What follows belongs to an exercise in optimizing a design on an open flow for small area, a short achievable clock period and few clock cycles; a production flow would make more cautious choices. Only simulation tests tie the RTL to the original design; equivalence was not proved. No activity file was given, so power comes from the tool's default toggle rates.

### design/flow/design.v
package sls_pkg;
  localparam int unsigned DEF_CAPACITY = 16;
  localparam int unsigned VAL_W        = 32;
  localparam logic signed [VAL_W-1:0] MISS_VALUE = -32'sd99999;
  typedef enum logic [1:0] {
    CMD_INSERT     = 2'd0,
    CMD_REMOVE_AT  = 2'd1,
    CMD_REMOVE_VAL = 2'd2,
    CMD_GET        = 2'd3
  } cmd_t;
  typedef enum logic [1:0] {
    ST_DONE = 2'd0,
    ST_FULL = 2'd1,
    ST_MISS = 2'd2
  } status_t;
  typedef struct packed {
    cmd_t                    cmd;
    logic signed [VAL_W-1:0] value;
    logic                    go;
  } req_t;
endpackage
import sls_pkg::*;
module sls_cell
(
  input  logic                    clk,
  input  sls_pkg::req_t           req,
  input  logic                    valid,         
  input  logic                    at_pos,        
  input  logic                    left_mark,
  input  logic signed [VAL_W-1:0] left_entry,
  input  logic signed [VAL_W-1:0] right_entry,
  output logic signed [VAL_W-1:0] entry,
  output logic                    mark,          
  output logic                    ge,
  output logic                    eq
);
  logic signed [VAL_W-1:0] entry_next;
  assign mark = !valid || (entry > req.value);
  assign ge   = valid && (entry >= req.value);
  assign eq   = valid && (entry == req.value);
  always_comb begin
    entry_next = entry;
    if (req.go) begin
      case (req.cmd)
        CMD_INSERT: begin
          if (left_mark) begin
            entry_next = left_entry;
          end else if (mark) begin
            entry_next = req.value;
          end
        end
        CMD_REMOVE_AT: begin
          if (at_pos) entry_next = right_entry;
        end
        CMD_REMOVE_VAL: begin
          if (ge) entry_next = right_entry;
        end
        default: entry_next = entry;
      endcase
    end
  end
  always_ff @(posedge clk) begin
    entry <= entry_next;
  end
endmodule
import sls_pkg::*;
module sorted_list_store_unit
#(
  parameter int unsigned CAPACITY = DEF_CAPACITY
) (
  input  logic                    clk,
  input  logic                    rst,
  input  logic                    in_valid,
  output logic                    in_ready,
  input  logic [1:0]              command,
  input  logic signed [VAL_W-1:0] value,
  input  logic [3:0]              position,
  output logic                    out_valid,
  input  logic                    out_ready,
  output logic [1:0]              status,
  output logic signed [VAL_W-1:0] data_out,
  output logic [3:0]              found_index,
  output logic [4:0]              count
);
  localparam int unsigned IDX_W = $clog2(CAPACITY);
  localparam int unsigned CNT_W = $clog2(CAPACITY + 1);
  localparam int unsigned CMP_W = CNT_W + 4;
  logic [CNT_W-1:0]        fill, fill_next;
  sls_pkg::req_t                    req;
  sls_pkg::cmd_t                    cmd;
  logic                    accept, full, pos_ok, found;
  logic signed [VAL_W-1:0] entry   [CAPACITY];
  logic [CAPACITY-1:0]     mark, ge, eq, at_pos, cvalid, sel;
  logic [IDX_W-1:0]        ins_idx, val_idx;
  logic signed [VAL_W-1:0] pos_data;
  sls_pkg::status_t                 status_next;
  logic signed [VAL_W-1:0] data_next;
  logic [IDX_W-1:0]        idx_next;
  assign cmd      = sls_pkg::cmd_t'(command);
  assign in_ready = !out_valid || out_ready;
  assign accept   = in_valid && in_ready;
  assign full     = (fill == CNT_W'(CAPACITY));
  assign pos_ok   = (CMP_W'(position) < CMP_W'(fill));
  assign found    = |eq;
  always_comb begin
    req.cmd   = cmd;
    req.value = value;
    case (cmd)
      CMD_INSERT:     req.go = accept && !full;
      CMD_REMOVE_AT:  req.go = accept && pos_ok;
      CMD_REMOVE_VAL: req.go = accept && found;
      default:        req.go = 1'b0;
    endcase
  end
  for (genvar i = 0; i < CAPACITY; i++) begin : g_cell
    assign cvalid[i] = (CNT_W'(i) < fill);
    assign at_pos[i] = (CMP_W'(i) >= CMP_W'(position));
    assign sel[i]    = (CMP_W'(i) == CMP_W'(position));
    sls_cell u_cell (
      .clk         (clk),
      .req         (req),
      .valid       (cvalid[i]),
      .at_pos      (at_pos[i]),
      .left_mark   ((i == 0) ? 1'b0 : mark[(i == 0) ? 0 : i-1]),
      .left_entry  (entry[(i == 0) ? 0 : i-1]),
      .right_entry (entry[(i == CAPACITY-1) ? i : i+1]),
      .entry       (entry[i]),
      .mark        (mark[i]),
      .ge          (ge[i]),
      .eq          (eq[i])
    );
  end
  always_comb begin
    ins_idx  = '0;
    val_idx  = '0;
    pos_data = '0;
    for (int i = 0; i < CAPACITY; i++) begin
      if (mark[i] && (i == 0 || !mark[(i == 0) ? 0 : i-1])) ins_idx |= IDX_W'(i);
      if (ge[i] && (i == 0 || !ge[(i == 0) ? 0 : i-1]))     val_idx |= IDX_W'(i);
      if (sel[i]) pos_data |= entry[i];
    end
  end
  always_comb begin
    status_next = ST_MISS;
    data_next   = MISS_VALUE;
    idx_next    = '0;
    fill_next   = fill;
    case (cmd)
      CMD_INSERT: begin
        if (full) begin
          status_next = ST_FULL;
        end else begin
          status_next = ST_DONE;
          data_next   = value;
          idx_next    = ins_idx;
          fill_next   = fill + 1'b1;
        end
      end
      CMD_REMOVE_AT, CMD_GET: begin
        if (pos_ok) begin
          status_next = ST_DONE;
          data_next   = pos_data;
          idx_next    = IDX_W'(position);
          if (cmd == CMD_REMOVE_AT) fill_next = fill - 1'b1;
        end
      end
      CMD_REMOVE_VAL: begin
        if (found) begin
          status_next = ST_DONE;
          data_next   = value;
          idx_next    = val_idx;
          fill_next   = fill - 1'b1;
        end
      end
      default: status_next = ST_MISS;
    endcase
  end
  always_ff @(posedge clk) begin
    if (rst) begin
      fill      <= '0;
      out_valid <= 1'b0;
    end else begin
      if (accept) fill <= fill_next;
      if (accept) begin
        out_valid <= 1'b1;
      end else if (out_ready) begin
        out_valid <= 1'b0;
      end
    end
  end
  always_ff @(posedge clk) begin
    if (accept) begin
      status      <= status_next;
      data_out    <= data_next;
      found_index <= 4'(idx_next);
      count       <= 5'(fill_next);
    end
  end
endmodule
### design/flow/run.sh
#!/bin/bash
# synth_recipe.tcl (not shown) runs the flow's synth.tcl, then flattens the netlist and writes it again
# the make line also repeats each setting of config.mk as NAME=value (left out here)
make -C /OpenROAD-flow-scripts/flow DESIGN_CONFIG=/design/flow/config.mk WORK_HOME=/design/flow/orfs CLKGATE_MAP_FILE= SYNTH_SCRIPT=/design/flow/synth_recipe.tcl finish
### design/flow/config.mk
export PLATFORM = sky130hd
export DESIGN_NAME = sorted_list_store_unit
export DESIGN_NICKNAME = sorted_list_store_unit
export VERILOG_FILES = /design/flow/design.v
export SDC_FILE = /design/flow/constraint.sdc
export NUM_CORES = 4
export LEC_CHECK = 0
export CAP_MARGIN = 20
export CORE_MARGIN = 2
export CORE_UTILIZATION = 40
export SLEW_MARGIN = 20
### design/flow/constraint.sdc
create_clock -name core_clock -period 7.0 [get_ports {clk}]
set_input_delay 1.4000 -clock core_clock [delete_from_list [all_inputs] [get_ports {clk}]]
set_output_delay 1.4000 -clock core_clock [all_outputs]
set_load 0.01 [all_outputs]
==> results of run 1 <==
==> per-stage QoR <==
stage	util (%)	total power, mW	setup WS (ns)	area, um2
floorplan	-	5.61	0.230	43300
global placement	44.2	6.65	0.218	47400
detailed placement	44.2	6.70	0.165	47400
CTS	46.3	10.4	0.841	49700
global route	46.3	10.8	0.592	49700
finish	46.4	10.5	0.639	49700
==> registers in the layout, summed over array words and instances (netlist names) <==
name	cells
found_index	4
status	2
g_cell.u_cell.entry	512
out_valid	1
data_out	32
fill	5
count	5
==> cells by family (layout without fill, tap and decap cells) <==
group / Yosys count / in the layout / synth area share, %
xor gates and xnor gates: 4 / 4 / 0.0809
adders and majority gates: 523 / 523 / 15.1
AOI/OAI and AO/OA: 1510 / 1510 / 21.4
buffers and inverters: 393 / 568 / 3.63
other: 0 / 4 / 0
DFF: 561 / 561 / 38.8
and+or+nand+nor: 1266 / 1266 / 13.2
muxes: 335 / 335 / 7.76
==> layer usage <==
metal,wire [um],vias up,track usage [%]
met3,29300,447,11.8
met4,8840,4,14.0
li1,-,17900,-
met2,81300,2980,49.6
met1,83800,19900,50.8
met5,25,-,0
==> worst min-delay path by stage <==
stage                                    start  cells past startpoint  slack [ns]                         end
global route                         out_valid                      2        0.56                   out_valid
CTS                                  out_valid                      2        0.54                   out_valid
floorplan           g_cell[15].u_cell.entry[0]                      2        0.55  g_cell[14].u_cell.entry[0]
global placement                     out_valid                      2        0.51                   out_valid
finish                               out_valid                      2        0.53                   out_valid
detailed placement                   out_valid                      2        0.53                   out_valid
==> Yosys cell counts, types with 8 or more instances <==
master / n / area share [%]
and4_1: 8 / 0.16
and3_1: 36 / 0.52
nand4_1: 127 / 1.8
a31oi_1: 27 / 0.39
o22ai_1: 8 / 0.12
nor3_1: 77 / 0.89
a221oi_1: 121 / 2.4
clkinv_1: 24 / 0.21
nand2_1: 652 / 5.7
a21oi_1: 393 / 4.5
a22oi_1: 55 / 0.95
a22o_1: 110 / 2.2
clkbuf_1: 232 / 2.0
nor2b_1: 18 / 0.26
buf_2: 43 / 0.50
o21ai_0: 618 / 7.1
a21o_1: 35 / 0.61
nand3_1: 69 / 0.80
o21a_1: 10 / 0.17
nand2b_1: 18 / 0.26
a211oi_1: 17 / 0.29
nor2_1: 201 / 1.7
inv_1: 78 / 0.68
mux2i_1: 331 / 7.7
o31ai_1: 10 / 0.17
ha_1: 523 / 15
edfxtp_1: 555 / 38
o211ai_1: 23 / 0.40
nor4_1: 22 / 0.32
==> layout by cell type, fill, tap and decap left out, types with 13 or more instances in the layout <==
cell type	Yosys	layout
a211oi_1	17	17
a21o_1	35	35
a21oi_1	393	388
a221oi_1	121	121
a22o_1	110	110
a22oi_1	55	55
a31oi_1	27	27
and3_1	36	34
buf_12	0	37
buf_4	5	218
clkbuf_16	0	74
clkdlybuf4s50_1	0	86
clkinv_1	24	34
clkinv_2	0	14
edfxtp_1	555	555
ha_1	523	521
inv_1	78	77
mux2i_1	331	331
nand2_1	652	652
nand2b_1	18	18
nand3_1	69	68
nand4_1	127	127
nor2_1	201	188
nor2_4	1	15
nor2b_1	18	18
nor3_1	77	65
nor3_2	1	13
nor4_1	22	21
o211ai_1	23	23
o21ai_0	618	616
==> final cells by class <==
cell class,count,area [um2]
inverter,102,383
multi-input combinational,3638,25300
clock buffer,86,1920
tap,1403,1760
antenna,4,10.0
timing repair buffer,341,3240
fill,10200,57500
clock inverter,39,348
sequential,561,16800
==> report_power, final <==
group	total (mW)	internal (mW)	switching, mW
combinational	2.45	0.843	1.60
clock	3.73	2.13	1.59
sequential	4.30	4.01	0.291
total	10.5	6.98	3.49
==> worst min-delay path, cell delays in order, from the launching register on <==
cell and delay [ns]:
dfxtp_1 0.31, nand2b_1 0.10, a21oi_1 0.07
==> qor.txt, run 1 <==
outcome -> complete, no violations
Crit Path Max Fanout -> 32
Synth Instances -> 4592
H-Tree Depth -> 3
synth warn -> 3
Yosys cell types -> 83
first-pass GRT wire length -> 284 mm
R2R depth -> 11
largest net degree at the start of global routing -> 202
Slowest-stage cell, CP -> nor4_1
fin crit period -> 6.36 ns
max frequency -> 157 MHz
DR DRC count -> 0
GRT overflow -> 0
CP endpoint kind -> register
Port Buf Inserts -> 86
worst min path class -> reg -> reg
Final Max Tran Viols -> 0
core area -> 107000 um2
layout cells sized above 1 -> 9.15%
leakage -> 20.6 nW
critical path launch point -> value[17]
Slew HR -> 23.1%
Worst Setup Start Kind -> primary input
CTS max path bufs -> 3
post-synthesis register bit count -> 561
CP delay by family, top -> buffers and inverters
post-synthesis async set-or-reset flop share -> 0%
Placed Instances -> 6045
P&R area growth vs syn -> 14.8%
Vias per Instance -> 6.67
die width -> 333 um
gr usage total -> 35.8%
Vert. Die Dim -> 333 um
WL/cell -> 32.9 um
die area -> 111000 um2
initial core utilization -> 40.4%
Hold Fails Final Rpt -> 0
setup_tns -> 0 ns
Routed WL -> 203 mm
Slowest Stage Delay on Critical Path -> 0.85 ns
drt first pass iters -> 6
CTS tree -> done
cts repair resizes -> 0
reg2reg start -> fill[4]
Worst R2R End -> g_cell[9].u_cell.entry[19]
Seq/Total Area, Yosys -> 38.8%
clock skew -> 0.0361 ns
WP data required -> 7.32 ns
Post-Synthesis Mean Instance Area -> 9.43 um2
Clock Sinks -> 561
Arr. time, crit path -> 6.68 ns
Final #Nets -> 5279
Placer Congestion -> 1.01
Tcrit/Tclk final -> 90.9%
postcts setup bufs -> 0
CTS Root Cell -> clkbuf_16
Worst-Margin Slew -> 1.15 ns
hold slack -> 0.528 ns
maxcap violations -> 0
CP Cell Sequence -> clkdlybuf4s50_1, clkinv_1, ha_1, nand4_1, nor4_1, buf_4, nand4_1, o2111ai_1, nor4_4, nor2_4, nor2_2, a2111o_1, buf_12, a2111oi_4, buf_12
vias in the first global route -> 37300
Worst IR Drop VDD -> 162 uV
initial DRC count -> 6583
vias after detailed routing -> 41200
HPWL after DPL -> 149 mm
Num CTS Buffers -> 70
remaining antenna violation count after routing -> 0
hold_buf cts -> 0
Cell Area, Synth -> 43300 um2
Worst-path clk slew -> 0.06 ns
Pwr per Cell Area -> 211 nW/um2
Std-Cell Rows -> 120
Top Ports -> 87
EDFF count, synth -> 555
Non-Filler Instances -> 6174
clock latency on the worst-skew pair -> 0.67 ns
Setup Viol. Count Final -> 0
Worst R2R Setup Slack -> 2.16 ns
worst path bufs/invs -> 5
Post-synth top flop -> edfxtp_1
initial antenna violation count -> 8
critical path class -> in -> reg
critical path depth -> 15
RSZ-0062 raised after global routing -> false
syn nets -> 5157
CP endpoint -> g_cell[9].u_cell.entry[19]
Testbench counts, summed over its fixed seeds: cycles 24,008.
==> run 2, diff against run 1 <==
--- a/design/flow/config.mk
+++ b/design/flow/config.mk
@@ -8,4 +8,5 @@
 export CAP_MARGIN = 20
 export CORE_MARGIN = 2
 export CORE_UTILIZATION = 40
+export SETUP_SLACK_MARGIN = 3.0
 export SLEW_MARGIN = 20
==> qor.txt, run 2 <==
commonest non-fill, non-tap cell in the layout -> nand2_1
Port Buf Inserts -> 86
synth warn -> 3
most frequent cells in the layout -> nand2_1 (641), edfxtp_1 (555), ha_1 (468)
largest registers -> g_cell.u_cell.entry (512), data_out (32)
fill count -> 9230
most frequent cell after synthesis -> nand2_1
Final Max Tran Viols -> 0
Clock Sinks -> 561
HPWL after DPL -> 146 mm
Crit Path Max Fanout -> 8
core area -> 107000 um2
worst min path class -> reg -> reg
post-synthesis register bit count -> 561
Vias per Instance -> 6.96
Post-synth top flop -> edfxtp_1
Num CTS Buffers -> 70
R2R depth -> 15
CP endpoint -> g_cell[9].u_cell.entry[20]
CTS max path bufs -> 3
H-Tree Depth -> 3
Reg with most FFs -> g_cell.u_cell.entry
layout cells sized above 1 -> 23.0%
leakage -> 24.2 nW
Slew HR -> 8.16%
GRT overflow -> 0
Worst R2R End -> g_cell[9].u_cell.entry[20]
Synth Instances -> 4592
first-pass GRT wire length -> 320 mm
die area -> 111000 um2
Largest register FFs -> 512
CTS tree -> done
area leader, netlist -> edfxtp_1
Placer Congestion -> 1.07
gr usage total -> 40.8%
Max Used Layer -> met5
post-synthesis async set-or-reset flop share -> 0%
Hold Fails Final Rpt -> 0
DP Area -> 47200 um2
met3 wire len -> 42.4 mm
remaining antenna violation count after routing -> 0
Post-Synthesis Mean Instance Area -> 9.43 um2
die width -> 333 um
Slowest Stage Delay on Critical Path -> 0.53 ns
Slowest-stage cell, CP -> and4bb_4
P&R area growth vs syn -> 35.3%
CP endpoint kind -> register
critical path class -> in -> reg
Crit path top cell by count -> buf_8
reg2reg start -> fill[3]
RSZ-0062 raised after global routing -> true
clock skew -> 0.0337 ns
Vert. Die Dim -> 333 um
mux contribution to synthesized area -> 7.76%
largest net degree at the start of global routing -> 269
WP data required -> 7.34 ns
vias after detailed routing -> 45600
area fraction of the dominant cell type after synthesis -> 38.5%
largest family of logic cells by synthesized area -> compound AO/OA/AOI/OAI gates
CP Cell Sequence -> buf_8, clkinv_8, ha_1, nand4_1, and4bb_4, nand3_2, o2111ai_2, nor4_4, buf_6, nor2_4, nor2_4, a2111o_1, buf_12, buf_8, a2111oi_4, buf_4, buf_8, buf_12
Synth Area in Adders -> 15.1%
setup_tns -> 0 ns
Synth Area in Compound Gates -> 21.4%
Tcrit/Tclk final -> 69.6%
WL/cell -> 36.4 um
Arr. time, crit path -> 5.21 ns
EDFF count, synth -> 555
vias in the first global route -> 40800
Top Ports -> 87
outcome -> complete, no violations
Routed WL -> 239 mm
CTS Root Cell -> clkbuf_16
initial DRC count -> 8673
XOR/XNOR Fraction of Synth Area -> 0.0809%
Cell Area, Synth -> 43300 um2
fin crit period -> 4.87 ns
hold_buf cts -> 0
initial core utilization -> 40.4%
syn nets -> 5157
Worst-Margin Slew -> 1.38 ns
Worst R2R Setup Slack -> 2.43 ns
initial antenna violation count -> 11
metal1 wirelength -> 85.2 mm
Yosys cell types -> 83
post-route cell area -> 58600 um2
Worst Setup Start Kind -> primary input
Synth top cells by count -> nand2_1 (652), o21ai_0 (618), edfxtp_1 (555)
max frequency -> 205 MHz
Std-Cell Rows -> 120
WL met2 -> 89.2 mm
DR DRC count -> 0
Final #Nets -> 5672
Synth Area in Simple Gates -> 13.2%
critical path launch point -> value[31]
synth top area cells -> edfxtp_1 (38%), ha_1 (15%), mux2i_1 (7.7%), o21ai_0 (7.1%), nand2_1 (5.7%)
Pwr per Cell Area -> 194 nW/um2
clock latency on the worst-skew pair -> 0.67 ns
Worst IR Drop VDD -> 180 uV
Seq/Total Area, Yosys -> 38.8%
maxcap violations -> 0
drt first pass iters -> 7
fin util -> 54.6%
Setup Viol. Count Final -> 0
Worst-path clk slew -> 0.06 ns
[run 2: worst min-delay path by stage]
stage                                     startpoint                    endpoint  slack (ns)  cells past startpoint
after CTS                                  out_valid                   out_valid        0.54                      2
after detailed placement                   out_valid                   out_valid        0.54                      2
after floorplan           g_cell[15].u_cell.entry[0]  g_cell[14].u_cell.entry[0]        0.55                      2
after global routing                       out_valid                   out_valid        0.60                      2
after global placement                     out_valid                   out_valid        0.52                      2
final                                      out_valid                   out_valid        0.54                      2
[run 2: per-layer routing]
metal / global-route usage, % / up-vias
li1: - / 18700
met1: 53.1 / 21500
met2: 53.0 / 4219
met3: 18.5 / 1166
met4: 27.9 / 12
met5: 1.65 / -
[run 2: cell families after synthesis]
group	count (synthesis)
buffers and inverters	393
AOI/OAI and AO/OA	1510
DFF	561
adders and majority gates	523
muxes	335
xor gates and xnor gates	4
and+or+nand+nor	1266
[run 2: metrics by stage]
| step | std cells | power, mW | setup WS [ns] | hold slack [ns] |
|---|---|---|---|---|
| after global routing | 6555 | 11.6 | 2.17 | 0.598 |
| after floorplan | 4592 | 5.62 | 1.69 | 0.546 |
| after detailed placement | 5985 | 6.69 | 0.164 | 0.536 |
| after CTS | 6455 | 10.9 | 2.38 | 0.544 |
| after global placement | 5985 | 6.65 | 0.274 | 0.518 |
| final | 6560 | 11.4 | 2.13 | 0.538 |
[run 2: where the power goes]
part           switching (mW)  leakage (nW)  internal (mW)
Combinational            2.06          18.0           1.36
Sequential              0.308          5.19           4.01
Clock                    1.58          1.04           2.04
Total                    3.95          24.2           7.40
[run 2: final cells by class]
class | instances | area, um2 | share of cell area [%]
Clock inverter | 37 | 309 | 0.528
Sequential cell | 561 | 16800 | 28.7
Timing Repair Buffer | 713 | 9300 | 15.9
Tap cell | 1403 | 1760 | 3.00
Inverter | 102 | 656 | 1.12
Antenna cell | 5 | 12.5 | 0.0214
Multi-Input combinational cell | 3641 | 27800 | 47.4
Clock buffer | 80 | 1820 | 3.11
Timing Repair inverter | 18 | 136 | 0.233
[run 2: what timing repair did]
item / in CTS / in global routing
pin swaps: 158 / 112
endpoints found under the setup margin: 1039 / 991
buffers inserted: 271 / 84
gates resized for setup: 804 / 446
cloned: 82 / 16
[run 2: worst max-delay path: cells and delay by family]
kind	cells	cell delay, ns
buffers and inverters	8	1.28
AO/OA/AOI/OAI	3	0.84
AND/OR/NAND/NOR	6	1.18
adder cells (fa/ha/maj)	1	0.49

[port drivers added, routing unchanged]
No port has a modelled driver above. Below, the same layouts with a new extraction and two added sets of constraints.
Step 1 (the two cells are an assumption about what drives the block):
set clk [get_ports {clk}]
set_driving_cell -lib_cell sky130_fd_sc_hd__clkbuf_16 $clk
set_driving_cell -lib_cell sky130_fd_sc_hd__buf_2 [delete_from_list [all_inputs] $clk]
Step 2 moves the port delays by t, midway between the first and last clock arrival at a register: inputs arrive t later, outputs are due t later. That takes back most of the time a late clock gives input paths.
Slacks: no drivers / after step 1 / after step 2; pairs: no drivers / after step 1.
| run | t (ns) | setup slack, ns | worst hold slack (ns) |
|---|---|---|---|
| run 1 | 0.727 | 0.639 / 0.685 / -0.042 | 0.528 / 0.528 / 0.528 |
| run 2 | 0.737 | 2.127 / 2.109 / 1.372 | 0.538 / 0.538 / 0.538 |
Met with ideal ports but missed after step 2: setup timing in run 1. For run 2, which loses most, drivers alone change the setup slack by -0.018 ns; drivers and shift together by -0.755 ns.
